What follows belongs to an exercise in optimizing a design on an open flow for small area; a production flow would make more cautious choices.
Only simulation tests tie the RTL to the original design; equivalence was not proved.
The clock port is modelled as an ideal driver; clocking choices that lean on that would not hold on a real chip.
Power is estimated from default activity; no workload was simulated.

File: flow/design.v
package cae_pkg;
   localparam int CAE_INST_W = 32;
   localparam int CAE_DATA_W = 64;
   localparam int CAE_EXC_W  = 16;
   localparam int AEG_IDX_W  = 18;
   localparam int CAEP_W     = 5;
   localparam int NUM_AEG    = 51;
   localparam int ADDR_W     = 6;
   localparam logic [CAEP_W-1:0] CAEP_LAST = 5'd5;
   localparam int EXC_UNIMPL_BIT = 0;
   localparam int EXC_AEGIDX_BIT = 1;
   localparam int CAE_OP_MSB = 31;
   localparam int CAE_OP_LSB = 30;
   localparam int CAEP_MSB   = 29;
   localparam int CAEP_LSB   = 25;
   localparam logic [1:0] OP_NONE   = 2'd0;
   localparam logic [1:0] OP_AEG_WR = 2'd1;
   localparam logic [1:0] OP_AEG_RD = 2'd2;
   localparam logic [1:0] OP_CAEP   = 2'd3;
endpackage
module cae_inst_decoder (
   input  logic [cae_pkg::CAE_INST_W-1:0] cae_inst_i,
   input  logic                           cae_inst_vld_i,
   input  logic                           busy_i,
   output logic                           aeg_wr_o,
   output logic                           aeg_rd_o,
   output logic                           err_aegidx_o,
   output logic                           err_unimpl_o,
   output logic                           custom_start_o,
   output logic [cae_pkg::ADDR_W-1:0]     addr_o
);
   localparam logic [cae_pkg::AEG_IDX_W-1:0] IDX_LIMIT = cae_pkg::NUM_AEG;
   logic                          accept;
   logic [1:0]                    op;
   logic [cae_pkg::CAEP_W-1:0]    caep;
   logic [cae_pkg::AEG_IDX_W-1:0] idx;
   logic                          idx_ok;
   assign accept = cae_inst_vld_i & ~busy_i;
   assign op     = cae_inst_i[cae_pkg::CAE_OP_MSB:cae_pkg::CAE_OP_LSB];
   assign caep   = cae_inst_i[cae_pkg::CAEP_MSB:cae_pkg::CAEP_LSB];
   assign idx    = cae_inst_i[cae_pkg::AEG_IDX_W-1:0];
   assign addr_o = idx[cae_pkg::ADDR_W-1:0];
   assign idx_ok = idx < IDX_LIMIT;
   assign aeg_wr_o       = accept & (op == cae_pkg::OP_AEG_WR) & idx_ok;
   assign aeg_rd_o       = accept & (op == cae_pkg::OP_AEG_RD) & idx_ok;
   assign err_aegidx_o   = accept & (op[1] ^ op[0]) & ~idx_ok;
   assign custom_start_o = accept & (op == cae_pkg::OP_CAEP) & (caep <= cae_pkg::CAEP_LAST);
   assign err_unimpl_o   = accept & ((op == cae_pkg::OP_NONE) |
                                     ((op == cae_pkg::OP_CAEP) & (caep > cae_pkg::CAEP_LAST)));
endmodule
module aeg_bit (
   input  logic clk_per,
   input  logic set_i,
   input  logic keep_i,
   input  logic d_i,
   output logic q_o
);
   logic q;
   always_ff @(posedge clk_per) begin
      q <= ~((q | set_i) & (d_i | keep_i));
   end
   assign q_o = q;
endmodule
module aeg_phase (
   input  logic clk_per,
   input  logic set_i,
   input  logic keep_i,
   output logic q_o
);
   logic q;
   always_ff @(posedge clk_per) begin
      q <= ~((q | set_i) & keep_i);
   end
   assign q_o = q;
endmodule
module aeg_rd3 (
   input  logic [2:0] d_i,
   input  logic [2:0] sel_i,
   output logic       y_n_o
);
   assign y_n_o = ~((d_i[0] & sel_i[0]) | (d_i[1] & sel_i[1]) | (d_i[2] & sel_i[2]));
endmodule
module aeg_reg_file (
   input  logic                           clk_per,
   input  logic                           rst_n_i,
   input  logic                           wr_i,
   input  logic [cae_pkg::ADDR_W-1:0]     wr_addr_i,
   input  logic [cae_pkg::CAE_DATA_W-1:0] wr_data_i,
   input  logic [cae_pkg::ADDR_W-1:0]     rd_addr_i,
   output logic [cae_pkg::CAE_DATA_W-1:0] rd_data_o
);
   localparam int N  = cae_pkg::NUM_AEG;
   localparam int DW = cae_pkg::CAE_DATA_W;
   localparam int W  = DW + 1;
   localparam int NG = (N + 2) / 3;
   logic [N-1:0]    we, set, keep;
   logic [W-1:0]    q [N];
   logic [3*NG-1:0] rsel;
   logic [NG-1:0]   rd_n [W];
   logic [W-1:0]    rword;
   always_comb begin
      for (int i = 0; i < N; i++) begin
         we[i]   = wr_i & (wr_addr_i == i[cae_pkg::ADDR_W-1:0]);
         set[i]  = ~rst_n_i | we[i];
         keep[i] = ~rst_n_i | ~we[i];
      end
   end
   for (genvar i = 0; i < N; i++) begin : g_word
      for (genvar j = 0; j < DW; j++) begin : g_bit
         aeg_bit u_bit (
            .clk_per (clk_per),
            .set_i   (set[i]),
            .keep_i  (keep[i]),
            .d_i     (wr_data_i[j]),
            .q_o     (q[i][j])
         );
      end
      aeg_phase u_phase (
         .clk_per (clk_per),
         .set_i   (set[i]),
         .keep_i  (keep[i]),
         .q_o     (q[i][DW])
      );
   end
   always_comb begin
      rsel = '0;
      for (int i = 0; i < N; i++) begin
         rsel[i] = (rd_addr_i == i[cae_pkg::ADDR_W-1:0]);
      end
   end
   for (genvar j = 0; j < W; j++) begin : g_col
      for (genvar g = 0; g < NG; g++) begin : g_grp
         logic [2:0] d;
         for (genvar k = 0; k < 3; k++) begin : g_in
            if (3*g + k < N) begin : g_on
               assign d[k] = q[3*g+k][j];
            end else begin : g_off
               assign d[k] = 1'b0;
            end
         end
         aeg_rd3 u_rd3 (
            .d_i   (d),
            .sel_i (rsel[3*g +: 3]),
            .y_n_o (rd_n[j][g])
         );
      end
      assign rword[j] = ~&rd_n[j];
   end
   assign rd_data_o = rword[DW-1:0] ^ {DW{rword[DW]}};
endmodule
module custom_busy_timer #(
   parameter int BUSY_CYCLES = 4
) (
   input  logic clk_per,
   input  logic rst_n_i,
   input  logic start_i,
   output logic busy_o,
   output logic cae_stall_o,
   output logic cae_idle_o
);
   localparam int CNT_W = $clog2(BUSY_CYCLES + 1);
   logic [CNT_W-1:0] busy_cnt;
   always_ff @(posedge clk_per) begin
      if (!rst_n_i) begin
         busy_cnt <= '0;
      end else if (start_i) begin
         busy_cnt <= CNT_W'(BUSY_CYCLES);
      end else if (busy_cnt != '0) begin
         busy_cnt <= busy_cnt - 1'b1;
      end
   end
   assign busy_o      = busy_cnt != '0;
   assign cae_stall_o = start_i | busy_o;
   assign cae_idle_o  = ~cae_stall_o;
endmodule
module cae_response (
   input  logic                          clk_per,
   input  logic                          rst_n_i,
   input  logic                          aeg_rd_i,
   input  logic                          err_aegidx_i,
   input  logic                          err_unimpl_i,
   input  logic [cae_pkg::ADDR_W-1:0]    addr_i,
   output logic [cae_pkg::ADDR_W-1:0]    rd_addr_o,
   output logic                          cae_ret_data_vld_o,
   output logic [cae_pkg::CAE_EXC_W-1:0] cae_exception_o
);
   logic [cae_pkg::ADDR_W-1:0] rd_addr_q;
   logic                       ret_vld_q;
   logic [1:0]                 exc_q;
   always_ff @(posedge clk_per) begin
      if (!rst_n_i) begin
         ret_vld_q <= 1'b0;
         exc_q     <= '0;
      end else begin
         ret_vld_q <= aeg_rd_i;
         exc_q     <= {err_aegidx_i, err_unimpl_i};
      end
   end
   always_ff @(posedge clk_per) begin
      rd_addr_q <= addr_i;
   end
   assign rd_addr_o          = rd_addr_q;
   assign cae_ret_data_vld_o = ret_vld_q;
   assign cae_exception_o    = {{(cae_pkg::CAE_EXC_W-2){1'b0}}, exc_q};
endmodule
module cae_pers_top #(
   parameter int NUM_AEG     = 51,
   parameter int BUSY_CYCLES = 4
) (
   input  logic                          clk_per,
   input  logic                          rst_n_i,
   input  logic [cae_pkg::CAE_INST_W-1:0] cae_inst_i,
   input  logic [cae_pkg::CAE_DATA_W-1:0] cae_data_i,
   input  logic                           cae_inst_vld_i,
   output logic [cae_pkg::CAE_DATA_W-1:0] cae_ret_data_o,
   output logic                           cae_ret_data_vld_o,
   output logic [cae_pkg::CAE_EXC_W-1:0]  cae_exception_o,
   output logic                           cae_stall_o,
   output logic                           cae_idle_o
);
   logic                       busy;
   logic                       aeg_wr, aeg_rd, err_aegidx, err_unimpl, custom_start;
   logic [cae_pkg::ADDR_W-1:0] addr, rd_addr;
   cae_inst_decoder cae_inst_decoder_inst (
      .cae_inst_i     (cae_inst_i),
      .cae_inst_vld_i (cae_inst_vld_i),
      .busy_i         (busy),
      .aeg_wr_o       (aeg_wr),
      .aeg_rd_o       (aeg_rd),
      .err_aegidx_o   (err_aegidx),
      .err_unimpl_o   (err_unimpl),
      .custom_start_o (custom_start),
      .addr_o         (addr)
   );
   aeg_reg_file aeg_reg_file_inst (
      .clk_per   (clk_per),
      .rst_n_i   (rst_n_i),
      .wr_i      (aeg_wr),
      .wr_addr_i (addr),
      .wr_data_i (cae_data_i),
      .rd_addr_i (rd_addr),
      .rd_data_o (cae_ret_data_o)
   );
   custom_busy_timer #(
      .BUSY_CYCLES (BUSY_CYCLES)
   ) custom_busy_timer_inst (
      .clk_per     (clk_per),
      .rst_n_i     (rst_n_i),
      .start_i     (custom_start),
      .busy_o      (busy),
      .cae_stall_o (cae_stall_o),
      .cae_idle_o  (cae_idle_o)
   );
   cae_response cae_response_inst (
      .clk_per            (clk_per),
      .rst_n_i            (rst_n_i),
      .aeg_rd_i           (aeg_rd),
      .err_aegidx_i       (err_aegidx),
      .err_unimpl_i       (err_unimpl),
      .addr_i             (addr),
      .rd_addr_o          (rd_addr),
      .cae_ret_data_vld_o (cae_ret_data_vld_o),
      .cae_exception_o    (cae_exception_o)
   );
endmodule
File: flow/run.sh
#!/bin/bash
# synth_recipe.tcl (not shown) runs the flow's synth.tcl, then flattens the netlist and writes it again
# the make line also repeats each setting of config.mk as NAME=value (left out here)
make -C /OpenROAD-flow-scripts/flow DESIGN_CONFIG=/design/flow/config.mk WORK_HOME=/design/flow/orfs CLKGATE_MAP_FILE= SYNTH_SCRIPT=/design/flow/synth_recipe.tcl finish
File: flow/config.mk
export PLATFORM = sky130hd
export DESIGN_NAME = cae_pers_top
export DESIGN_NICKNAME = cae_pers_top
export VERILOG_FILES = /design/flow/design.v
export SDC_FILE = /design/flow/constraint.sdc
export NUM_CORES = 4
export LEC_CHECK = 0
export CAP_MARGIN = 20
export CORE_MARGIN = 2
export CORE_UTILIZATION = 40
export SLEW_MARGIN = 20
export SYNTH_HIERARCHICAL = 1
export SYNTH_MINIMUM_KEEP_SIZE = 0
File: flow/constraint.sdc
create_clock -name core_clock -period 5.0 [get_ports {clk_per}]
set_input_delay 1.0000 -clock core_clock [delete_from_list [all_inputs] [get_ports {clk_per}]]
set_output_delay 1.0000 -clock core_clock [all_outputs]
set_load 0.01 [all_outputs]
==> summary.txt, run 1 <==
std cell rows between 150 and 200; post-synthesis sequential area ratio around two thirds; arrival time worst endpoint around 4.5 ns; layout cells sized above 1 16.01%; DRT antenna net count 0; r2r setup slk about 1.3 ns; Reg clk slew, reported paths roughly 0.060 ns; Worst Setup SP cae_response_inst.rd_addr_q[3]; Crit Reg-Reg Startpoint custom_busy_timer_inst.busy_cnt[0]; DR iter-0 viols approximately 19000; port bufs 159; Worst path max stage delay 0.53 ns; die width 511.1 um; first-pass GRT wire length around 670 mm; Initial Util around 40%; gate count after technology mapping 8528; ys flop type dfxtp_1; DR WL/cell ~35 um; RR Endpoint aeg_reg_file_inst.g_word[5].g_bit[18].u_bit.q; clock sink total 3327; FFs w/ async S/R, synth 0%; CORE AREA 256200 um2; die area 261300 um2; Slew headroom between 10% and 20%; fillers ~22000; CP max stage cell nand4_1; total power between 60 and 70 mW; mean post-synth cell area 12.06 um2; Post-DP Area ~120000 um2; Buf/Inv on CP 8; Vias/cell approximately 7.5; Post-synth EDFFs 0; initial antenna violation count 25; Routability Congestion around 0.93; hold endpoint aeg_reg_file_inst.g_word[40].g_bit[54].u_bit.q; commonest non-fill, non-tap cell in the layout dfxtp_1; register bit total from synthesis ~3300; VDD IR max between 0.3 and 0.4 mV; Unique masters post-synth 37; final instance area ~130000 um2; Max Freq between 0.15 and 0.2 GHz; GRT Util Overall between 30% and 40%; minimum clock period 5.517 ns; post-route clock skew 0.07464 ns; largest net degree at the start of global routing 66; CTS H-tree lvls 5; worst endpoint required time ~4 ns; via count ~99000; Fin. Hold Viols 0; Mapped Area roughly 100000 um2; Pwr Density ~460 nW/um2; CP cell instances nor2b_4 -> buf_8 -> nand2_8 -> buf_8 -> nor2_4 -> buf_4 -> buf_6 -> buf_12 -> a222oi_1 -> nand4_1 -> nor4_4 -> buf_4 -> nand4_1 -> buf_6 -> xor2_1 -> buf_2; Failed Checks setup timing; clock latency (worst-skew pair) approximately 0.96 ns; maxcap violations 0; routed wire length between 400 and 500 mm; Pleak 48.62 nW; count of final setup violators 64; Least-Margin Pin Slew 1.237 ns; Hold Path Origin cae_data_i[54]; num ports 182; status complete, but fails checks; Crit Path Max Fanout 22; period utilization 110.3%; grt total ovfl 0; die height approximately 510 um; most frequent cells in the layout 3321 x dfxtp_1, 3264 x o22ai_1, 1105 x a222oi_1, 410 x buf_4, 357 x clkbuf_16; dpl hpwl between 200 and 300 mm; Initial DRT Pass Iterations 12; Hold Path Class primary input to flop; Area Growth Syn to Fin 25.56%; Post-layout nets 9773; Slew Viols, Final 0; Clock Tree Root clkbuf_16; crit path launch type flop; Inserted Clock Buffers 340; unrepaired setup endpoints after global routing yes; CTS tree done; CP top delay family simple AND/OR/NAND/NOR gates; Setup crit end kind primary output; clock buffer depth 4; vias in the first global route ~95000; WS Path Type flop to primary output; Cells on Worst Hold Path 2; Ys Warns 13; setup ws final -0.5171 ns; Worst Reg-to-Reg Cells 13; Post-route DRC 0
synthesized netlist by cell type, drive strengths merged, types with 3 or more instances:
library cell / instances / area [um2]
a222oi: 1105 / 11060
nand4: 262 / 1639
o22ai: 3264 / 20420
ha: 7 / 87.58
xor2: 65 / 569.3
nand2b: 7 / 43.79
o21ai: 103 / 515.5
nand2: 139 / 521.8
nand3: 16 / 80.08
nor2b: 11 / 68.82
nor2: 69 / 266.5
inv: 9 / 33.78
nor4: 69 / 437.9
and2: 3 / 18.77
clkbuf: 14 / 53.80
nor3: 8 / 40.04
dfxtp: 3327 / 66600
buf: 36 / 302.8
sequential cells by signal, summed over array words and instances, names as in the netlist:
register                                cells
aeg_reg_file_inst.g_word.g_bit.u_bit.q   3264
aeg_reg_file_inst.g_word.u_phase.q         51
cae_response_inst.rd_addr_q                 6
custom_busy_timer_inst.busy_cnt             3
cae_response_inst.exc_q                     2
cae_response_inst.ret_vld_q                 1
where the power goes:
part | leakage, nW | total, mW | internal (mW) | switching, mW
sequential | 27.9 | 29.5 | 28.5 | 1.03
clock | 5.56 | 25.6 | 15.0 | 10.6
combinational | 15.1 | 4.91 | 1.89 | 3.02
worst reg2reg max path: stages (launching register included):
cell and delay, ns:
dfxtp_1 0.32, inv_1 0.06, ha_1 0.16, ha_1 0.27
inv_1 0.09, nor2b_1 0.26, nand2_1 0.09, nor3_1 0.15
buf_4 0.19, or3b_2 0.50, buf_4 0.31, o21ai_4 0.69
buf_12 0.26, o22ai_1 0.12
cell families (layout without fill, tap and decap cells):
family                   after synthesis  after routing  share of synthesized area [%]
AO/OA/AOI/OAI                       4478           4478                          31.15
flip-flops                          3327           3327                          64.74
AND/OR/NAND/NOR                      590            594                          3.072
XOR/XNOR                              65             65                         0.5534
buffers and inverters                 59           1430                         0.3795
adder cells (fa/ha/maj)                7              7                        0.08513
other                                  1             17                       0.003645
multiplexers                           1              1                        0.01459
per-module statistics from Yosys (local to each module, per instance), a selection:
module            area [um2]  flops+latches
cae_response           307.8              9
aeg_bit                26.28              1
aeg_phase              25.02              1
aeg_rd3                10.01              0
cae_inst_decoder       209.0              0
aeg_reg_file            4074              0
through the flow:
step	std cells	setup TNS, ns	utilization [%]	hold slack (ns)	setup slack [ns]
floorplan	8541	-3407.53	-	0.4033	-1.283
global placement	12557	-5.457	44.98	0.4125	-0.3891
detailed placement	12557	-9.359	44.98	0.4162	-0.3164
CTS	13266	-14.88	50.13	0.3826	-0.3439
global route	13302	-26.37	50.41	0.3796	-0.5356
finish	13303	-24.39	50.41	0.3786	-0.5171
per-layer routing:
layer / wire length [um] / vias up / track usage (%)
met5: 154 / - / 0
met4: 26020 / 24 / 17.17
met3: 69480 / 1539 / 11.29
met2: 201200 / 7830 / 50.87
met1: 172900 / 49593 / 43.35
li1: - / 40386 / -
cell type report:
type	instances	area, um2	share of cell area [%]
sequential	3327	66620	51.58
multi-input combinational	5159	38050	29.46
clock buffer	486	10060	7.788
timing repair buffer	830	9055	7.010
tap	3384	4234	3.278
clock inverter	105	1107	0.8572
inverter	9	33.78	0.02615
antenna	3	7.507	0.005812
what timing repair did:
| item | in CTS | in global routing |
|---|---|---|
| hold buffers | 0 | 0 |
| pin swaps | 168 | 105 |
| gates resized for setup | 459 | 78 |
| endpoints found under the setup margin | 64 | 64 |
| gates cloned | 20 | 8 |
| buffers inserted | 100 | 37 |
worst max-delay path by stage:
stage	endpoint	slack, ns	cells past startpoint
detailed placement	cae_ret_data_o[40]	-0.32	12
CTS	cae_ret_data_o[31]	-0.34	16
global placement	cae_ret_data_o[40]	-0.39	12
global route	cae_ret_data_o[46]	-0.54	16
finish	cae_ret_data_o[0]	-0.52	16
floorplan	aeg_reg_file_inst.g_word[7].g_bit[0].u_bit.q	-1.28	8
==> inputs of run 2 (changes only) <==
--- a/flow/design.v
+++ b/flow/design.v
@@ -179,12 +179,12 @@
    input  logic                          aeg_rd_i,
    input  logic                          err_aegidx_i,
    input  logic                          err_unimpl_i,
-   input  logic [cae_pkg::ADDR_W-1:0]    addr_i,
-   output logic [cae_pkg::ADDR_W-1:0]    rd_addr_o,
+   input  logic [cae_pkg::CAE_DATA_W-1:0] rd_data_i,
+   output logic [cae_pkg::CAE_DATA_W-1:0] cae_ret_data_o,
    output logic                          cae_ret_data_vld_o,
    output logic [cae_pkg::CAE_EXC_W-1:0] cae_exception_o
 );
-   logic [cae_pkg::ADDR_W-1:0] rd_addr_q;
+   logic [cae_pkg::CAE_DATA_W-1:0] ret_data_q;
    logic                       ret_vld_q;
    logic [1:0]                 exc_q;
    always_ff @(posedge clk_per) begin
@@ -197,9 +197,9 @@
       end
    end
    always_ff @(posedge clk_per) begin
-      rd_addr_q <= addr_i;
-   end
-   assign rd_addr_o          = rd_addr_q;
+      ret_data_q <= rd_data_i;
+   end
+   assign cae_ret_data_o     = ret_data_q;
    assign cae_ret_data_vld_o = ret_vld_q;
    assign cae_exception_o    = {{(cae_pkg::CAE_EXC_W-2){1'b0}}, exc_q};
 endmodule
@@ -220,7 +220,8 @@
 );
    logic                       busy;
    logic                       aeg_wr, aeg_rd, err_aegidx, err_unimpl, custom_start;
-   logic [cae_pkg::ADDR_W-1:0] addr, rd_addr;
+   logic [cae_pkg::ADDR_W-1:0] addr;
+   logic [cae_pkg::CAE_DATA_W-1:0] rd_data;
    cae_inst_decoder cae_inst_decoder_inst (
       .cae_inst_i     (cae_inst_i),
       .cae_inst_vld_i (cae_inst_vld_i),
@@ -238,8 +239,8 @@
       .wr_i      (aeg_wr),
       .wr_addr_i (addr),
       .wr_data_i (cae_data_i),
-      .rd_addr_i (rd_addr),
-      .rd_data_o (cae_ret_data_o)
+      .rd_addr_i (addr),
+      .rd_data_o (rd_data)
    );
    custom_busy_timer #(
       .BUSY_CYCLES (BUSY_CYCLES)
@@ -257,8 +258,8 @@
       .aeg_rd_i           (aeg_rd),
       .err_aegidx_i       (err_aegidx),
       .err_unimpl_i       (err_unimpl),
-      .addr_i             (addr),
-      .rd_addr_o          (rd_addr),
+      .rd_data_i          (rd_data),
+      .cae_ret_data_o     (cae_ret_data_o),
       .cae_ret_data_vld_o (cae_ret_data_vld_o),
       .cae_exception_o    (cae_exception_o)
    );
--- a/flow/config.mk
+++ b/flow/config.mk
@@ -7,7 +7,10 @@
 export LEC_CHECK = 0
 export CAP_MARGIN = 20
 export CORE_MARGIN = 2
-export CORE_UTILIZATION = 40
+export CORE_UTILIZATION = 60
+export CTS_BUF_LIST = sky130_fd_sc_hd__clkbuf_8 sky130_fd_sc_hd__clkbuf_16
+export CTS_CLUSTER_DIAMETER = 80
+export CTS_CLUSTER_SIZE = 30
 export SLEW_MARGIN = 20
 export SYNTH_HIERARCHICAL = 1
 export SYNTH_MINIMUM_KEEP_SIZE = 0
==> run 2 against run 1 <==
Effect of this change: maximum frequency increased by 18%; count of clock-buffer cells in the layout decreased by 334; largest power group unchanged; design area decreased by 4.0%; combinational power increased by 4.5%; largest cell class unchanged; wire length decreased by 6.8%; flip-flop and latch count increased by 58; the run now finishes clean.
==> summary.txt, run 2 <==
Area Growth Syn to Fin 19.15%; minimum clock period 4.687 ns (-0.8298 ns); CORE AREA 171900 um2 (-33%); Reg clk slew, reported paths 0.11 ns (+0.05 ns); setup ws final 0.3127 ns (+0.8298 ns); post-layout util 72.10% (+22 points); ys flop type dfxtp_1; count leader, synth dfxtp_1; ranking of synthesized cells by area dfxtp_1 65%, o22ai_1 20%, a222oi_1 11%; dpl hpwl 277.5 mm (+4.5%); Yosys top cell area share 65.14% (+0.39 points); Post-route DRC 0 (unchanged); Post-layout nets 9778 (+0.051%); FFs w/ async S/R, synth 0% (unchanged); layout cells sized above 1 13.00% (-3.0 points); DR WL/cell 36.33 um (+2.9%); Slew headroom 9.053% (-8.5 points); arrival time worst endpoint 5.46 ns (+0.94 ns); Mapped Area 104000 um2 (+1.1%); CTS tree done; DR iter-0 viols 18489 (-5.0%); register bit total from synthesis 3385 (+1.7%); largest net degree at the start of global routing 66 (unchanged); Inserted Clock Buffers 141 (-59%); WS Path Type primary input to flop; Post-DP Area 119500 um2 (+3.7%); CTS resizes 0 (-100%); maxcap violations 0 (unchanged); number of setup buffers added after CTS 0 (-100%); VDD IR max 0.4621 mV (+19%); clock sink total 3385 (+1.7%); Pwr Density 402.0 nW/um2 (-13%); Unique masters post-synth 37 (unchanged); CP cell instances clkdlybuf4s50_1 -> buf_4 -> nor2b_1 -> nand2_1 -> nor2_4 -> buf_4 -> a222oi_1 -> nand4_1 -> buf_4 -> nor4_1 -> buf_4 -> nand4_1 -> xor2_1 -> buf_4; max reg flops 3264 (unchanged); via count 98113 (-1.3%); Worst path max stage delay 0.73 ns (+0.20 ns); Initial Util 60.51% (+20 points); Worst path most repeated cell buf_4; std cell rows 152 (-18%); Clock Tree Root clkbuf_16; worst endpoint required time 5.77 ns (+1.77 ns); period utilization 93.75% (-17 points); Post-synth EDFFs 0 (unchanged); Fin. Hold Viols 0 (unchanged); Setup crit end kind flop; mean post-synth cell area 12.12 um2 (+0.45%); most frequent cells in the layout 3385 x dfxtp_1, 3264 x o22ai_1, 1105 x a222oi_1, 503 x buf_4, 322 x buf_12; gate count after technology mapping 8586 (+0.68%); initial antenna violation count 33 (+32%); GRT Util Overall 47.82% (+14 points); routed wire length 438.0 mm (-6.8%); Yosys top cell by area dfxtp_1; post-synthesis sequential area ratio 65.14% (+0.39 points); CTS Hold Bufs 0 (unchanged); vias in the first global route 94124 (-1.3%); Routability Congestion 0.9606 (+3.5%); Vias/cell 8.138 (+8.9%); Buf/Inv on CP 6 (-2); DRT antenna net count 0 (unchanged); CP max stage cell clkdlybuf4s50_1; Hold Path Class flop to flop; grt total ovfl 0 (unchanged); final instance area 124000 um2 (-4.0%); clock buffer depth 3 (-1); total power 49.82 mW (-17%); first-pass GRT wire length 629.4 mm (-5.4%); Ys Warns 13 (unchanged); Initial DRT Pass Iterations 14 (+2); post-route clock skew 0.02458 ns (-0.05006 ns); num ports 182 (unchanged); Crit Path Max Fanout 24 (+9.1%); Pleak 46.59 nW (-4.2%); unrepaired setup endpoints after global routing no; Slew Viols, Final 0 (unchanged); port bufs 159 (unchanged); die area 176700 um2 (-32%); commonest non-fill, non-tap cell in the layout dfxtp_1; worst slack, placed -0.3377 ns (-0.02126 ns); die height 420.4 um (-18%); Largest regs aeg_reg_file_inst.g_word.g_bit.u_bit.q (3264), cae_response_inst.ret_data_q (64), aeg_reg_file_inst.g_word.u_phase.q (51); final setup TNS 0 ns (+24.39 ns); status no timing/DRC/antenna violations; CTS H-tree lvls 4 (-1); count of final setup violators 0 (-100%); Least-Margin Pin Slew 1.352 ns (+0.1146 ns); die width 420.4 um (-18%); largest register by flop count aeg_reg_file_inst.g_word.g_bit.u_bit.q; CP top delay family buffers and inverters; crit path launch type primary input; commonest cells in the synthesized netlist 3385 x dfxtp_1, 3264 x o22ai_1, 1105 x a222oi_1; clock latency (worst-skew pair) 0.86 ns (-0.10 ns); Max Freq 0.2133 GHz (+18%)
==> run 2: cell types whose count changed after synthesis, sizes merged <==
cell	change
dfxtp	+58
==> run 2: final cells by class <==
class,instances,area (um2)
flip-flops and latches,3385,67770
fillers,12292,47970
multi-input cells,5155,37400
repair buffers,980,11470
clock buffers,152,3725
well taps,2310,2890
clock inverters,53,638.1
inverters,9,33.78
diodes,12,30.03
==> run 2: modules after synthesis, one instance, submodules excluded, a selection <==
module,cells inside,flip-flops and latches
aeg_bit,2,1
aeg_reg_file,716,0
cae_response,85,67
cae_inst_decoder,30,0
aeg_rd3,1,0
aeg_phase,2,1
==> run 2: where the power goes <==
group          internal (mW)  switching, mW  total (mW)
Clock                   5.98           8.53        14.5
Combinational           2.14           2.99        5.13
Sequential              29.1           1.12        30.2
Total                   37.2           12.6        49.8
==> run 2: metal layers <==
layer / vias to the layer above / part of all wire [%] / GRT usage, %
li1: 40278 / - / -
met1: 48268 / 35 / 59.09
met2: 7853 / 42 / 68.55
met3: 1684 / 16 / 18.51
met4: 30 / 7.9 / 33.13
met5: - / 0.046 / 0
==> run 2: metrics by stage <==
step	hold WS [ns]	instances
finish	0.4359	12056
global route	0.4427	12045
CTS	0.4348	12044
detailed placement	0.4162	11839
global placement	0.4132	11838
floorplan	0.4033	8599
==> run 2: cell families after synthesis <==
logic type,after synthesis,synth area share (%)
AOI/OAI and AO/OA,4478,30.80
xor gates and xnor gates,65,0.5472
adders and majority gates,7,0.08418
buffers and inverters,59,0.3752
DFF,3385,65.14
muxes,1,0.01443
other,1,0.003605
and+or+nand+nor,590,3.038
==> run 2: path summary, 6_finish.rpt <==
check                                               from                                       endpoint  slack (ns)  cells after the start
setup / recovery                           cae_inst_i[1]                cae_response_inst.ret_data_q[9]        0.31                     14
hold / removal    aeg_reg_file_inst.g_word[23].u_phase.q         aeg_reg_file_inst.g_word[23].u_phase.q        0.44                      1
setup reg to reg      custom_busy_timer_inst.busy_cnt[0]  aeg_reg_file_inst.g_word[38].g_bit[3].u_bit.q        1.67                     14
hold reg to reg   aeg_reg_file_inst.g_word[23].u_phase.q         aeg_reg_file_inst.g_word[23].u_phase.q        0.44                      1
==> inputs of run 3 (changes only) <==
==> flow/flow/run.sh (new file) <==
#!/bin/bash
# Standard layout, except that clock tree synthesis adds no dummy loads
# and clusters up to 30 flip-flops per leaf buffer.
set -o pipefail
export CTS_ARGS="-sink_clustering_enable -repair_clock_nets -dont_use_dummy_load -sink_clustering_size 30 -sink_clustering_max_diameter 80 -buf_list {sky130_fd_sc_hd__clkbuf_8 sky130_fd_sc_hd__clkbuf_16}"
bash standard.sh 2>&1 | tee standard.log
==> flow/standard.sh (new file) <==
#!/bin/bash
# synth_recipe.tcl (not shown) runs the flow's synth.tcl, then flattens the netlist and writes it again
# the make line also repeats each setting of config.mk as NAME=value (left out here)
make -C /OpenROAD-flow-scripts/flow DESIGN_CONFIG=/design/flow/config.mk WORK_HOME=/design/flow/orfs CLKGATE_MAP_FILE= SYNTH_SCRIPT=/design/flow/synth_recipe.tcl "${@:-finish}"
removed: flow/run.sh
==> run 3 against run 2 <==
Effect of this change: design area decreased by 0.67%; non-clock buffer count unchanged; maximum frequency increased by 0.44%; worst hold slack got worse by 0.00068 ns; first-iteration DRC count increased by 6.5%; sequential power about the same; largest cell class unchanged; largest power group unchanged.
==> summary.txt, run 3 <==
Pwr Density 394.0 nW/um2 (-2.0%); post-layout util 71.62% (-0.48 points); unrepaired setup endpoints after global routing no; Worst Setup SP cae_inst_i[1]; Pleak 46.16 nW (-0.92%); register bit total from synthesis 3385 (unchanged); Cells on Worst Hold Path 1 (unchanged); met3 usage 18.25% (-0.26 points); Area Growth Syn to Fin 18.35%; CTS resizes 0 (unchanged); vias in the first global route 94031 (-0.099%); post-route clock skew 0.05666 ns (+0.03208 ns); hold endpoint aeg_reg_file_inst.g_word[23].u_phase.q; Post-synth EDFFs 0 (unchanged); DR WL/cell 36.48 um (+0.40%); met1 Resource Use GR 59.10% (about the same); Compound-Gate Fraction of Synth Area 30.80% (unchanged); std cell rows 152 (unchanged); arrival time worst endpoint 5.40 ns (-0.06 ns); CTS H-tree lvls 4 (unchanged); Placed Cells 11839 (unchanged); ys flop type dfxtp_1; max reg flops 3264 (unchanged); largest net degree at the start of global routing 66 (unchanged); Vias/cell 8.188 (+0.62%); Setup crit end kind flop; Adder-Cell Fraction of Synth Area 0.08419% (unchanged); Reg clk slew, reported paths 0.11 ns (about the same); first-pass GRT wire length 628.2 mm (-0.20%); commonest non-fill, non-tap cell in the layout dfxtp_1; Mapped Area 104000 um2 (unchanged); crit path launch type primary input; die area 176700 um2 (unchanged); Inserted Clock Buffers 141 (unchanged); DRT antenna net count 0 (unchanged); Fin Hold WS 0.4352 ns (-0.0006850 ns); clock buffer depth 3 (unchanged); mux cell area share after synthesis 0.01443% (unchanged); Slew headroom 9.755% (+0.70 points); Yosys top cell by area dfxtp_1; maxcap violations 0 (unchanged); mean post-synth cell area 12.12 um2 (unchanged); die width 420.4 um (unchanged); Hold Path Origin aeg_reg_file_inst.g_word[23].u_phase.q; Crit Reg-Reg Startpoint custom_busy_timer_inst.busy_cnt[0]; Hold Path Class flop to flop; dpl hpwl 277.5 mm (unchanged); via count 98219 (+0.11%); Synth Area in XOR/XNOR 0.5472% (unchanged); num ports 182 (unchanged); worst endpoint required time 5.73 ns (-0.04 ns); Clock Tree Root clkbuf_16; ranking of synthesized cells by area dfxtp_1 65%, o22ai_1 20%, a222oi_1 11%; WS Path Type primary input to flop; Initial DRT Pass Iterations 14 (unchanged); GRT Util Overall 47.72% (-0.10 points); FFs w/ async S/R, synth 0% (unchanged); Largest regs aeg_reg_file_inst.g_word.g_bit.u_bit.q (3264), cae_response_inst.ret_data_q (64), aeg_reg_file_inst.g_word.u_phase.q (51); most frequent cells in the layout 3385 x dfxtp_1, 3264 x o22ai_1, 1105 x a222oi_1, 503 x buf_4, 322 x buf_12; Post-DP Area 119500 um2 (unchanged); fin cells 11995 (-0.51%); final instance area 123100 um2 (-0.67%); largest family of logic cells by synthesized area compound AO/OA/AOI/OAI gates; RR Endpoint aeg_reg_file_inst.g_word[11].g_bit[53].u_bit.q; Initial Util 60.51% (unchanged); routed wire length 437.5 mm (-0.11%); CTS tree done; count of final setup violators 0 (unchanged); Slew Viols, Final 0 (unchanged); status no timing/DRC/antenna violations; period utilization 93.33% (-0.41 points); clock latency (worst-skew pair) 0.86 ns (about the same); CTS Hold Bufs 0 (unchanged); r2r setup slk 1.66 ns (about the same); Crit Path Max Fanout 23 (-4.2%); port bufs 159 (unchanged); CORE AREA 171900 um2 (unchanged); Post-route DRC 0 (unchanged); initial antenna violation count 31 (-6.1%); minimum clock period 4.667 ns (-0.02067 ns); Fin. Hold Viols 0 (unchanged); count leader, synth dfxtp_1; clock sink total 3385 (unchanged); DR iter-0 viols 19693 (+6.5%); Post-layout nets 9778 (unchanged); layout cells sized above 1 12.52% (-0.47 points); number of setup buffers added after CTS 0 (unchanged); Unique masters post-synth 37 (unchanged); Yosys top cell area share 65.14% (unchanged); Ys Warns 13 (unchanged); Worst Reg-to-Reg Cells 14 (unchanged); simple logic cell fraction of the synthesized area 3.038% (unchanged); Least-Margin Pin Slew 1.341 ns (-0.01043 ns); VDD IR max 0.4294 mV (-7.1%); grt peak-use layer met2; Routability Congestion 0.9606 (unchanged); grt total ovfl 0 (unchanged); post-synthesis sequential area ratio 65.14% (unchanged); met2 Use GR 68.53% (about the same); gate count after technology mapping 8586 (unchanged); commonest cells in the synthesized netlist 3385 x dfxtp_1, 3264 x o22ai_1, 1105 x a222oi_1; die height 420.4 um (unchanged); largest register by flop count aeg_reg_file_inst.g_word.g_bit.u_bit.q; Max Freq 0.2143 GHz (+0.44%)
==> run 3: metrics by stage <==
stage / TNS [ns] / total power, mW / worst slack (ns)
after floorplan: -3399.59 / 32.60 / -1.283
after CTS: 0 / 48.17 / 0.5435
after global routing: 0 / 49.65 / 0.4070
final: 0 / 48.51 / 0.3333
after global placement: -1.687 / 35.38 / -0.3828
after detailed placement: -2.692 / 35.66 / -0.3377
==> run 3: worst max-delay path by stage <==
| stage | endpoint | slack, ns |
|---|---|---|
| floorplan | aeg_reg_file_inst.g_word[7].g_bit[0].u_bit.q | -1.28 |
| global placement | cae_response_inst.ret_data_q[30] | -0.38 |
| detailed placement | cae_response_inst.ret_data_q[47] | -0.34 |
| CTS | cae_response_inst.ret_data_q[47] | 0.54 |
| global route | cae_response_inst.ret_data_q[9] | 0.41 |
| finish | cae_response_inst.ret_data_q[47] | 0.33 |
==> run 3: per-module statistics from Yosys, one instance, submodules excluded, a selection <==
module,area [um2],copies in the design,flops+latches,cells
aeg_reg_file,4074,1,0,716
cae_inst_decoder,209.0,1,0,30
aeg_phase,25.02,51,1,2
cae_response,1469,1,67,85
aeg_rd3,10.01,1105,0,1
aeg_bit,26.28,3264,1,2
==> run 3: layout make-up <==
type	count	area, um2
multi-input cells	5155	37400
fillers	12402	48800
well taps	2310	2890
flip-flops and latches	3385	67770
inverters	9	33.78
diodes	15	37.54
repair buffers	980	11470
clock buffers	141	3528
==> run 3: logic make-up after synthesis <==
group | Yosys count
AO/OA/AOI/OAI | 4478
other | 1
multiplexers | 1
adder cells (fa/ha/maj) | 7
XOR/XNOR | 65
buffers and inverters | 59
AND/OR/NAND/NOR | 590
flip-flops | 3385
==> run 3: worst max-delay path: stages <==
cell and delay, ns:
clkdlybuf4s50_1 0.74, buf_4 0.24, nor2b_1 0.09, nand2_1 0.19, buf_4 0.18, nor2_4 0.15, buf_4 0.29, a222oi_1 0.44
nand4_1 0.43, nor4_1 1.01, buf_4 0.32, nand4_1 0.13, xor2_1 0.17
==> run 3: routing by layer <==
layer  share of wire, %  vias up
met3                 16     1705
li1                   -    40227
met5              0.052        -
met4                7.7       34
met1                 35    48335
met2                 42     7918
==> run 3: power breakdown <==
group	switching [mW]	internal, mW	total, mW
registers	1.12	29.1	30.2
logic	2.99	2.14	5.13
clock network	8.11	5.09	13.2
total	12.2	36.3	48.5
==> inputs of run 4 (changes only) <==
--- a/flow/design.v
+++ b/flow/design.v
@@ -87,7 +87,7 @@
    input  logic [cae_pkg::ADDR_W-1:0]     wr_addr_i,
    input  logic [cae_pkg::CAE_DATA_W-1:0] wr_data_i,
    input  logic [cae_pkg::ADDR_W-1:0]     rd_addr_i,
-   output logic [cae_pkg::CAE_DATA_W-1:0] rd_data_o
+   output logic [cae_pkg::CAE_DATA_W:0]   rd_word_o
 );
    localparam int N  = cae_pkg::NUM_AEG;
    localparam int DW = cae_pkg::CAE_DATA_W;
@@ -146,7 +146,7 @@
       end
       assign rword[j] = ~&rd_n[j];
    end
-   assign rd_data_o = rword[DW-1:0] ^ {DW{rword[DW]}};
+   assign rd_word_o = rword;
 endmodule
 module custom_busy_timer #(
    parameter int BUSY_CYCLES = 4
@@ -179,12 +179,12 @@
    input  logic                          aeg_rd_i,
    input  logic                          err_aegidx_i,
    input  logic                          err_unimpl_i,
-   input  logic [cae_pkg::CAE_DATA_W-1:0] rd_data_i,
+   input  logic [cae_pkg::CAE_DATA_W:0]   rd_word_i,
    output logic [cae_pkg::CAE_DATA_W-1:0] cae_ret_data_o,
    output logic                          cae_ret_data_vld_o,
    output logic [cae_pkg::CAE_EXC_W-1:0] cae_exception_o
 );
-   logic [cae_pkg::CAE_DATA_W-1:0] ret_data_q;
+   logic [cae_pkg::CAE_DATA_W:0] ret_word_q;
    logic                       ret_vld_q;
    logic [1:0]                 exc_q;
    always_ff @(posedge clk_per) begin
@@ -197,9 +197,10 @@
       end
    end
    always_ff @(posedge clk_per) begin
-      ret_data_q <= rd_data_i;
-   end
-   assign cae_ret_data_o     = ret_data_q;
+      ret_word_q <= rd_word_i;
+   end
+   assign cae_ret_data_o     = ret_word_q[cae_pkg::CAE_DATA_W-1:0] ^
+                               {cae_pkg::CAE_DATA_W{ret_word_q[cae_pkg::CAE_DATA_W]}};
    assign cae_ret_data_vld_o = ret_vld_q;
    assign cae_exception_o    = {{(cae_pkg::CAE_EXC_W-2){1'b0}}, exc_q};
 endmodule
@@ -221,7 +222,7 @@
    logic                       busy;
    logic                       aeg_wr, aeg_rd, err_aegidx, err_unimpl, custom_start;
    logic [cae_pkg::ADDR_W-1:0] addr;
-   logic [cae_pkg::CAE_DATA_W-1:0] rd_data;
+   logic [cae_pkg::CAE_DATA_W:0]   rd_word;
    cae_inst_decoder cae_inst_decoder_inst (
       .cae_inst_i     (cae_inst_i),
       .cae_inst_vld_i (cae_inst_vld_i),
@@ -240,7 +241,7 @@
       .wr_addr_i (addr),
       .wr_data_i (cae_data_i),
       .rd_addr_i (addr),
-      .rd_data_o (rd_data)
+      .rd_word_o (rd_word)
    );
    custom_busy_timer #(
       .BUSY_CYCLES (BUSY_CYCLES)
@@ -258,7 +259,7 @@
       .aeg_rd_i           (aeg_rd),
       .err_aegidx_i       (err_aegidx),
       .err_unimpl_i       (err_unimpl),
-      .rd_data_i          (rd_data),
+      .rd_word_i          (rd_word),
       .cae_ret_data_o     (cae_ret_data_o),
       .cae_ret_data_vld_o (cae_ret_data_vld_o),
       .cae_exception_o    (cae_exception_o)
==> flow/run.sh (new file) <==
#!/bin/bash
# synth_recipe.tcl (not shown) runs the flow's synth.tcl, then flattens the netlist and writes it again
# the make line also repeats each setting of config.mk as NAME=value (left out here)
make -C /OpenROAD-flow-scripts/flow DESIGN_CONFIG=/design/flow/config.mk WORK_HOME=/design/flow/orfs CLKGATE_MAP_FILE= SYNTH_SCRIPT=/design/flow/synth_recipe.tcl finish
==> flow/config.mk (replaced) <==
export PLATFORM = sky130hd
export DESIGN_NAME = cae_pers_top
export DESIGN_NICKNAME = cae_pers_top
export VERILOG_FILES = /design/flow/design.v
export SDC_FILE = /design/flow/constraint.sdc
export NUM_CORES = 4
export LEC_CHECK = 0
export CAP_MARGIN = 10
export CORE_MARGIN = 2
export CORE_UTILIZATION = 60
export CTS_BUF_LIST = sky130_fd_sc_hd__clkbuf_16
export CTS_CLUSTER_DIAMETER = 60
export CTS_CLUSTER_SIZE = 25
export SLEW_MARGIN = 10
export SYNTH_HIERARCHICAL = 1
export SYNTH_MINIMUM_KEEP_SIZE = 0
removed: flow/flow/run.sh
removed: flow/standard.sh
==> run 4 against run 3 <==
Effect of this change: still clean; final cell count fell by 0.38%; global-route usage rose by 1.3 points; non-clock buffer count fell by 213; clock skew fell by 0.014 ns; worst setup slack improved by 0.25 ns; maximum frequency rose by 5.6%; sequential power barely moved; critical path depth fell by 2; die area barely moved; combinational power fell by 6.4%.
==> summary.txt, run 4 <==
CTS Hold Bufs 0 (unchanged); clock sink total 3386 (+0.030%); status no timing/DRC/antenna violations; clock buffer depth 3 (unchanged); final setup TNS 0 ns (unchanged); Mapped Area 104100 um2 (about the same); gate count after technology mapping 8594 (+0.093%); Pleak 45.39 nW (-1.7%); Crit Reg-Reg Startpoint custom_busy_timer_inst.busy_cnt[0]; CTS resizes 0 (unchanged); port bufs 159 (unchanged); sw frac 25.85% (+0.68 points); post-route clock skew 0.04285 ns (-0.01381 ns); num ports 182 (unchanged); max reg flops 3264 (unchanged); Vias/cell 8.227 (+0.47%); Largest regs aeg_reg_file_inst.g_word.g_bit.u_bit.q (3264), cae_response_inst.ret_word_q (65), aeg_reg_file_inst.g_word.u_phase.q (51); layout cells sized above 1 11.56% (-0.96 points); Crit Path Max Fanout 56 (+140%); ranking of synthesized cells by area dfxtp_1 65%, o22ai_1 20%, a222oi_1 11%; Post-layout nets 9606 (-1.8%); hold endpoint aeg_reg_file_inst.g_word[45].g_bit[59].u_bit.q; Seq pwr share 58.3% (-3.9 points); dpl hpwl 267.4 mm (-3.6%); Worst Reg-to-Reg Cells 13 (-1); count leader, synth dfxtp_1; die width 420.5 um (about the same); std cell rows 152 (unchanged); Post-synth EDFFs 0 (unchanged); first-pass GRT wire length 640.2 mm (+1.9%); GRT Util Overall 49.01% (+1.3 points); DRT antenna net count 0 (unchanged); Yosys top cell by area dfxtp_1; WS Path Type primary input to flop; Routability Congestion 1.023 (+6.5%); RR Endpoint aeg_reg_file_inst.g_word[36].g_bit[9].u_bit.q; Ys Warns 13 (unchanged); crit path launch type primary input; CORE AREA 171900 um2 (unchanged); Slew headroom 4.313% (-5.4 points); DR iter-0 viols 19152 (-2.7%); unrepaired setup endpoints after global routing no; r2r setup slk 0.99 ns (-0.67 ns); Cells on Worst Hold Path 2 (+1); ys flop type dfxtp_1; largest net degree at the start of global routing 66 (unchanged); Inserted Clock Buffers 178 (+26%); initial antenna violation count 52 (+68%); post-synthesis sequential area ratio 65.11% (about the same); count of final setup violators 0 (unchanged); via count 98314 (+0.097%); fin cells 11950 (-0.38%); die area 176900 um2 (about the same); Yosys top cell area share 65.11% (about the same); internal cell power 38.33 mW (+5.6%); minimum clock period 4.419 ns (-0.2476 ns); CTS H-tree lvls 4 (unchanged); Slew Viols, Final 0 (unchanged); register bit total from synthesis 3386 (+0.030%); Initial Util 60.55% (about the same); most frequent cells in the layout 3385 x dfxtp_1, 3264 x o22ai_1, 1105 x a222oi_1, 469 x buf_4, 262 x nand4_1; VDD IR max 0.4426 mV (+3.1%); Comb pwr share 9.3% (-1.3 points); Unique masters post-synth 35 (-5.4%); FFs w/ async S/R, synth 0% (unchanged); Fin. Hold Viols 0 (unchanged); Clock Tree Root clkbuf_16; Area Growth Syn to Fin 16.64%; arrival time worst endpoint 5.17 ns (-0.23 ns); period utilization 88.38% (-5.0 points); grt total ovfl 0 (unchanged); clock latency (worst-skew pair) 0.90 ns (+0.04 ns); Worst Setup SP cae_inst_i[5]; largest register by flop count aeg_reg_file_inst.g_word.g_bit.u_bit.q; Placed Cells 11630 (-1.8%); Least-Margin Pin Slew 1.422 ns (+0.08089 ns); vias in the first global route 93886 (-0.15%); clock share of power 32.5% (+5.3 points); sw power 13.36 mW (+9.4%); CTS tree done; Reg clk slew, reported paths 0.09 ns (-0.02 ns); maxcap violations 0 (unchanged); Setup crit end kind flop; worst slack, placed -0.1799 ns (+0.1578 ns); number of setup buffers added after CTS 0 (unchanged); setup ws final 0.5810 ns (+0.2476 ns); mean post-synth cell area 12.11 um2 (about the same); Post-route DRC 0 (unchanged); commonest non-fill, non-tap cell in the layout dfxtp_1; commonest cells in the synthesized netlist 3386 x dfxtp_1, 3264 x o22ai_1, 1105 x a222oi_1; DR WL/cell 37.69 um (+3.3%); worst endpoint required time 5.75 ns (+0.02 ns); routed wire length 450.4 mm (+3.0%); Initial DRT Pass Iterations 15 (+1); Hold Path Origin cae_data_i[59]; die height 420.5 um (about the same); Hold Path Class primary input to flop; Max Freq 0.2263 GHz (+5.6%); Pwr Density 425.7 nW/um2 (+8.0%)
-- run 4: changes by cell type after synthesis, sizes merged, moves of 2 or more --
cell,previous run,this run
nand2b,7,9
clkbuf,14,9
or2,1,3
buf,36,45
nor4,69,75
nand2,139,146
nor2,69,64
nand3,16,11
-- run 4: logic make-up after synthesis --
group | count (synthesis) | share of synthesized area (%)
adder cells (fa/ha/maj) | 7 | 0.08413
buffers and inverters | 62 | 0.4062
AND/OR/NAND/NOR | 594 | 3.053
multiplexers | 1 | 0.01442
XOR/XNOR | 65 | 0.5469
other | 1 | 0.003602
flip-flops | 3386 | 65.11
AO/OA/AOI/OAI | 4478 | 30.78
-- run 4: layer usage --
layer / track usage [%] / wire [um] / up-vias
met2: 69.21 / 182500 / 7978
met3: 20.21 / 70930 / 1799
met1: 57.65 / 152400 / 48467
met4: 41.10 / 44250 / 34
met5: 1.778 / 427 / -
li1: - / - / 40036
-- run 4: critical path, stage by stage --
cell and delay (ns):
clkdlybuf4s50_1 0.81, or2_2 0.33, buf_12 0.24, nor4_4 0.09, buf_12 0.24, buf_4 0.24, a222oi_1 0.48, nand4_1 0.37
nor4_1 0.96, buf_4 0.24, nand4_1 0.09
-- run 4: power groups by stage --
stage | Clock, mW | Sequential, mW | Combinational, mW
after floorplan | 0 | 30.4 | 2.14
after global placement | 0 | 30.6 | 4.42
after detailed placement | 0 | 30.7 | 4.57
after CTS | 16.7 | 30.1 | 4.58
after global routing | 17.6 | 30.3 | 4.89
final | 16.8 | 30.1 | 4.80
-- run 4: worst max path at each step --
stage,cells after the start,slack [ns],to
after floorplan,9,-1.18,aeg_reg_file_inst.g_word[35].g_bit[0].u_bit.q
after global placement,11,-0.14,cae_response_inst.ret_word_q[48]
after detailed placement,11,-0.18,cae_response_inst.ret_word_q[48]
after CTS,11,0.76,cae_response_inst.ret_word_q[48]
after global routing,11,0.69,cae_response_inst.ret_word_q[48]
final,11,0.58,cae_response_inst.ret_word_q[48]
-- run 4: layout make-up --
cell class | instances | area [um2]
Sequential cell | 3386 | 67790
Clock inverter | 113 | 1149
Fill cell | 12441 | 50490
Tap cell | 2310 | 2890
Antenna cell | 23 | 57.56
Inverter | 8 | 30.03
Timing Repair Buffer | 767 | 7585
Clock buffer | 184 | 4604
Multi-Input combinational cell | 5159 | 37330
-- run 4: modules after synthesis (local to each module, per instance), excerpt --
module,area [um2],cells
aeg_bit,26.28,2
aeg_rd3,10.01,1
cae_inst_decoder,209.0,30
aeg_reg_file,3462,652
cae_response,2151,157
aeg_phase,25.02,2
-- run 4: through the flow --
step	util (%)	hold slack (ns)	cell area [um2]	total power, mW
floorplan	-	0.4033	104200	32.50
global placement	67.25	0.4127	115600	34.97
detailed placement	67.25	0.4169	115600	35.26
CTS	70.60	0.3196	121400	51.31
global route	70.60	0.3545	121400	52.84
finish	70.63	0.3459	121400	51.69
==> inputs of run 5 (changes only) <==
==> flow/flow/run.sh (new file) <==
#!/bin/bash
# Standard layout (standard.sh, all steps) with these changes:
#  - ports are buffered with buf_2 instead of the default delay buffer;
#  - placement-stage repair may not use buffers larger than buf_6 or delay
#    cells, post-CTS repair no data buffers larger than buf_6;
#  - clock tree synthesis adds no dummy loads and clusters up to 25
#    flip-flops within 60 um per clkbuf_16 leaf buffer.
# Every ORFS step writes its full log under orfs/logs/; standard.log
# keeps make's own output.
set -o pipefail
F=$(cd "$(dirname "$0")" && pwd)
export BUFFER_PORTS_ARGS="-buffer_cell sky130_fd_sc_hd__buf_2"
export PRE_GLOBAL_PLACE_TCL=$F/dont_use_place.tcl
export PRE_RESIZE_TCL=$F/dont_use_place.tcl
export PRE_CTS_TCL=$F/dont_use_cts.tcl
export CTS_ARGS="-sink_clustering_enable -repair_clock_nets -dont_use_dummy_load -sink_clustering_size 25 -sink_clustering_max_diameter 60 -buf_list {sky130_fd_sc_hd__clkbuf_16}"
bash standard.sh 2>&1 | tee standard.log
==> flow/flow/dont_use_cts.tcl (new file) <==
# Post-CTS repair: keep to data buffers up to buf_6.
set_dont_use {sky130_fd_sc_hd__buf_8 sky130_fd_sc_hd__buf_12 sky130_fd_sc_hd__buf_16 sky130_fd_sc_hd__bufbuf_8 sky130_fd_sc_hd__bufbuf_16}
==> flow/flow/dont_use_place.tcl (new file) <==
# Placement-stage repair: keep to buffers up to buf_6 and no delay cells.
set_dont_use {sky130_fd_sc_hd__buf_8 sky130_fd_sc_hd__buf_12 sky130_fd_sc_hd__buf_16 sky130_fd_sc_hd__bufbuf_8 sky130_fd_sc_hd__bufbuf_16 sky130_fd_sc_hd__clkbuf_16 sky130_fd_sc_hd__clkdlybuf4s50_1 sky130_fd_sc_hd__clkdlybuf4s50_2 sky130_fd_sc_hd__clkdlybuf4s25_1 sky130_fd_sc_hd__clkdlybuf4s25_2 sky130_fd_sc_hd__clkdlybuf4s15_1 sky130_fd_sc_hd__clkdlybuf4s15_2 sky130_fd_sc_hd__clkdlybuf4s18_1 sky130_fd_sc_hd__clkdlybuf4s18_2 sky130_fd_sc_hd__dlygate4sd1_1 sky130_fd_sc_hd__dlygate4sd2_1 sky130_fd_sc_hd__dlygate4sd3_1 sky130_fd_sc_hd__dlymetal6s2s_1 sky130_fd_sc_hd__dlymetal6s4s_1 sky130_fd_sc_hd__dlymetal6s6s_1}
==> flow/standard.sh (new file) <==
#!/bin/bash
# synth_recipe.tcl (not shown) runs the flow's synth.tcl, then flattens the netlist and writes it again
# the make line also repeats each setting of config.mk as NAME=value (left out here)
make -C /OpenROAD-flow-scripts/flow DESIGN_CONFIG=/design/flow/config.mk WORK_HOME=/design/flow/orfs CLKGATE_MAP_FILE= SYNTH_SCRIPT=/design/flow/synth_recipe.tcl "${@:-finish}"
--- a/flow/config.mk
+++ b/flow/config.mk
@@ -8,9 +8,6 @@
 export CAP_MARGIN = 10
 export CORE_MARGIN = 2
 export CORE_UTILIZATION = 60
-export CTS_BUF_LIST = sky130_fd_sc_hd__clkbuf_16
-export CTS_CLUSTER_DIAMETER = 60
-export CTS_CLUSTER_SIZE = 25
 export SLEW_MARGIN = 10
 export SYNTH_HIERARCHICAL = 1
 export SYNTH_MINIMUM_KEEP_SIZE = 0
removed: flow/run.sh
==> run 5 against run 4 <==
Effect of this change: clock skew increased by 0.028 ns; critical endpoint is now aeg_reg_file_inst.g_word[37].g_bit[60].u_bit.q; global-route usage grew 0.69 points; still clean on timing, DRC and antenna; largest power group unchanged; final cell count increased by 0.12%; largest cell class unchanged; sequential share of layout area up 1.5 points; area after synthesis did not move.
==> summary.txt, run 5 <==
WS Path Type primary input to flop; status no timing/DRC/antenna violations; Yosys top cell area share 65.11% (unchanged); Hold Path Origin aeg_reg_file_inst.g_word[30].u_phase.q; Unique masters post-synth 35 (unchanged); DRT antenna net count 0 (unchanged); Post-route DRC 0 (unchanged); Synth Area in XOR/XNOR 0.5469% (unchanged); die height 420.5 um (unchanged); Worst path max stage delay 0.71 ns (-0.25 ns); count of final setup violators 0 (unchanged); Adder-Cell Fraction of Synth Area 0.08413% (unchanged); initial antenna violation count 37 (-29%); num ports 182 (unchanged); Slew headroom 8.659% (+4.3 points); Mapped Area 104100 um2 (unchanged); die width 420.5 um (unchanged); CTS Hold Bufs 0 (unchanged); Initial DRT Pass Iterations 14 (-1); max reg flops 3264 (unchanged); Post-DP Area 113700 um2 (-1.7%); r2r setup slk 0.87 ns (-0.12 ns); Crit Reg-Reg Startpoint custom_busy_timer_inst.busy_cnt[0]; ys flop type dfxtp_1; Pleak 44.31 nW (-2.4%); hold endpoint aeg_reg_file_inst.g_word[30].u_phase.q; fin cells 11964 (+0.12%); layout cells sized above 1 11.33% (-0.23 points); CORE AREA 171900 um2 (unchanged); CP cell instances buf_2 -> buf_4 -> a211oi_1 -> o21ai_1 -> nor3_1 -> buf_2 -> nand2_1 -> or2_1 -> buf_4 -> o21ai_4 -> buf_4 -> o22ai_1; Hold Path Class flop to flop; commonest cells in the synthesized netlist 3386 x dfxtp_1, 3264 x o22ai_1, 1105 x a222oi_1; die area 176900 um2 (unchanged); dpl hpwl 288.1 mm (+7.7%); Buf/Inv on CP 5 (unchanged); Yosys top cell by area dfxtp_1; Pwr Density 417.8 nW/um2 (-1.9%); VDD IR max 0.3836 mV (-13%); Post-layout nets 9743 (+1.4%); CP top delay family compound AO/OA/AOI/OAI gates; mux cell area share after synthesis 0.01442% (unchanged); ranking of synthesized cells by area dfxtp_1 65%, o22ai_1 20%, a222oi_1 11%; routed wire length 454.8 mm (+0.96%); register bit total from synthesis 3386 (unchanged); Max Freq 0.2244 GHz (-0.82%); post-route clock skew 0.07086 ns (+0.02801 ns); Post-synth EDFFs 0 (unchanged); first-pass GRT wire length 645.6 mm (+0.85%); vias in the first global route 93601 (-0.30%); RR Endpoint aeg_reg_file_inst.g_word[37].g_bit[60].u_bit.q; CP max stage cell o21ai_4; Crit Path Max Fanout 16 (-71%); Routability Congestion 1.075 (+5.0%); Inserted Clock Buffers 180 (+1.1%); DR iter-0 viols 18781 (-1.9%); final instance area 118200 um2 (-2.6%); Slew Viols, Final 0 (unchanged); Ys Warns 13 (unchanged); DR WL/cell 38.01 um (+0.84%); arrival time worst endpoint 5.14 ns (-0.03 ns); Largest regs aeg_reg_file_inst.g_word.g_bit.u_bit.q (3264), cae_response_inst.ret_word_q (65), aeg_reg_file_inst.g_word.u_phase.q (51); std cell rows 152 (unchanged); total power 49.40 mW (-4.4%); Worst path most repeated cell buf_4; Cells on Worst Hold Path 1 (-1); CTS resizes 0 (unchanged); clock latency (worst-skew pair) 0.87 ns (-0.03 ns); unrepaired setup endpoints after global routing no; most frequent cells in the layout 3385 x dfxtp_1, 3264 x o22ai_1, 1105 x a222oi_1, 438 x buf_2, 262 x nand4_1; Vias/cell 8.219 (about the same); FFs w/ async S/R, synth 0% (unchanged); via count 98331 (+0.017%); mean post-synth cell area 12.11 um2 (unchanged); Fin Hold WS 0.4306 ns (+0.08476 ns); Placed Cells 11765 (+1.2%); minimum clock period 4.456 ns (+0.03661 ns); Setup crit end kind flop; Area Growth Syn to Fin 13.58%; GRT Util Overall 49.70% (+0.69 points); largest family of logic cells by synthesized area compound AO/OA/AOI/OAI gates; largest net degree at the start of global routing 66 (unchanged); port bufs 159 (unchanged); Reg clk slew, reported paths 0.09 ns (about the same); Compound-Gate Fraction of Synth Area 30.78% (unchanged); post-synthesis sequential area ratio 65.11% (unchanged); largest register by flop count aeg_reg_file_inst.g_word.g_bit.u_bit.q; worst endpoint required time 5.69 ns (-0.06 ns); period utilization 89.11% (+0.73 points); grt total ovfl 0 (unchanged); Least-Margin Pin Slew 1.370 ns (-0.05208 ns); Fin. Hold Viols 0 (unchanged); Worst Reg-to-Reg Cells 14 (+1); clock sink total 3386 (unchanged); crit path launch type primary input; count leader, synth dfxtp_1; maxcap violations 0 (unchanged); number of setup buffers added after CTS 0 (unchanged); Initial Util 60.55% (unchanged); gate count after technology mapping 8594 (unchanged); commonest non-fill, non-tap cell in the layout dfxtp_1; simple logic cell fraction of the synthesized area 3.053% (unchanged); CTS tree done
[run 5: changes by cell type in the layout (fill, tap and decap cells not counted), moves of 15 or more]
cell	previous run	this run
buf_2	64	438
buf_4	469	159
buf_1	0	157
buf_6	0	148
buf_12	140	0
clkdlybuf4s50_1	94	0
inv_6	24	0
clkinvlp_4	16	0
clkinv_1	15	0
[run 5: cells by family (layout without fill, tap and decap cells)]
| group | count (synthesis) | count (layout) |
|---|---|---|
| other | 1 | 33 |
| buffers and inverters | 62 | 1090 |
| multiplexers | 1 | 1 |
| flip-flops | 3386 | 3386 |
| AO/OA/AOI/OAI | 4478 | 4478 |
| adder cells (fa/ha/maj) | 7 | 7 |
| AND/OR/NAND/NOR | 594 | 594 |
| XOR/XNOR | 65 | 65 |
[run 5: final cells by class]
type / count / area, um2
antenna: 19 / 47.55
clock buffer: 180 / 4504
fill: 13038 / 53680
inverter: 8 / 30.03
multi-input combinational: 5159 / 37340
sequential: 3386 / 67790
tap: 2310 / 2890
timing repair buffer: 902 / 5642
[run 5: modules after synthesis (local to each module, per instance), a selection]
| module | flip-flops and latches | cell area [um2] | cells |
|---|---|---|---|
| aeg_bit | 1 | 26.28 | 2 |
| aeg_phase | 1 | 25.02 | 2 |
| aeg_rd3 | 0 | 10.01 | 1 |
| aeg_reg_file | 0 | 3462 | 652 |
| cae_inst_decoder | 0 | 209.0 | 30 |
| cae_response | 68 | 2151 | 157 |
[run 5: report_power, final]
| part | internal, mW | switching, mW | leakage [nW] |
|---|---|---|---|
| logic | 1.55 | 2.90 | 13.7 |
| clock network | 6.39 | 8.45 | 2.22 |
| registers | 29.0 | 1.13 | 28.4 |
[run 5: layer usage]
metal | global-route usage (%) | part of all wire, % | vias up
li1 | - | - | 40151
met1 | 59.39 | 34 | 48252
met2 | 69.40 | 40 | 8083
met3 | 20.65 | 16 | 1797
met4 | 40.84 | 9.6 | 48
met5 | 1.695 | 0.18 | -
[run 5: worst register-to-register path, stage by stage (launching register included)]
cell     delay, ns
dfxtp_1       0.33
inv_1         0.06
ha_1          0.16
ha_1          0.27
inv_1         0.11
nor2b_1       0.29
nand2_1       0.10
nor3_1        0.29
buf_2         0.37
nand2_1       0.20
or2_1         0.30
buf_4         0.30
o21ai_4       0.72
buf_4         0.32
o22ai_1       0.12
[run 5: worst max path at each step]
stage | startpoint | end | slack (ns) | cells after the start
2_1_floorplan | cae_inst_i[16] | aeg_reg_file_inst.g_word[35].g_bit[0].u_bit.q | -1.18 | 9
3_5_place_dp | cae_inst_i[0] | aeg_reg_file_inst.g_word[37].g_bit[60].u_bit.q | -0.007 | 12
6_report | cae_inst_i[0] | aeg_reg_file_inst.g_word[37].g_bit[60].u_bit.q | 0.54 | 12
4_1_cts | cae_inst_i[0] | aeg_reg_file_inst.g_word[37].g_bit[54].u_bit.q | 0.91 | 12
3_3_place_gp | cae_inst_i[0] | aeg_reg_file_inst.g_word[37].g_bit[26].u_bit.q | 0.03 | 12
5_1_grt | cae_inst_i[0] | aeg_reg_file_inst.g_word[7].g_bit[48].u_bit.q | 0.79 | 12
[run 5: stage by stage]
step	util, %	setup slack, ns	setup TNS (ns)
6_report	68.78	0.5444	0
4_1_cts	68.74	0.9080	0
2_1_floorplan	-	-1.176	-1890.49
5_1_grt	68.75	0.7884	0
3_5_place_dp	66.13	-0.006970	-0.006970
3_3_place_gp	66.13	0.03481	0

-- separate check: timing with driven ports --
The results above use ideal ports. As a check the final layouts listed here were re-extracted and re-timed, cells and wires unchanged. Step 1, drivers: a clkbuf_16 drives clk_per and a buf_2 each remaining input, both assumed. Step 2 also shifts input and output timing later by t, the mid clock arrival at the registers, as if the neighbouring blocks saw the same clock. Slacks: ideal ports / drivers / drivers and shift; pairs: ideal ports / drivers.
run | t, ns | setup WS [ns] | clock arrival spread, ns
run 1 | 1.030 | -0.517 / -0.615 / 0.415 | 0.093 / 0.093
run 2 | 0.942 | 0.313 / 0.374 / -0.568 | 0.033 / 0.032
run 3 | 0.923 | 0.333 / 0.397 / -0.526 | 0.075 / 0.075
run 4 | 0.974 | 0.581 / 0.648 / -0.326 | 0.060 / 0.060
run 5 | 0.946 | 0.544 / 0.622 / -0.323 | 0.086 / 0.085
Met with ideal ports but missed after step 2: setup timing in run 2, run 3, run 4 and run 5. The setup slack of run 4, which loses most, moves by +0.067 ns with the drivers and by -0.907 ns with both steps.
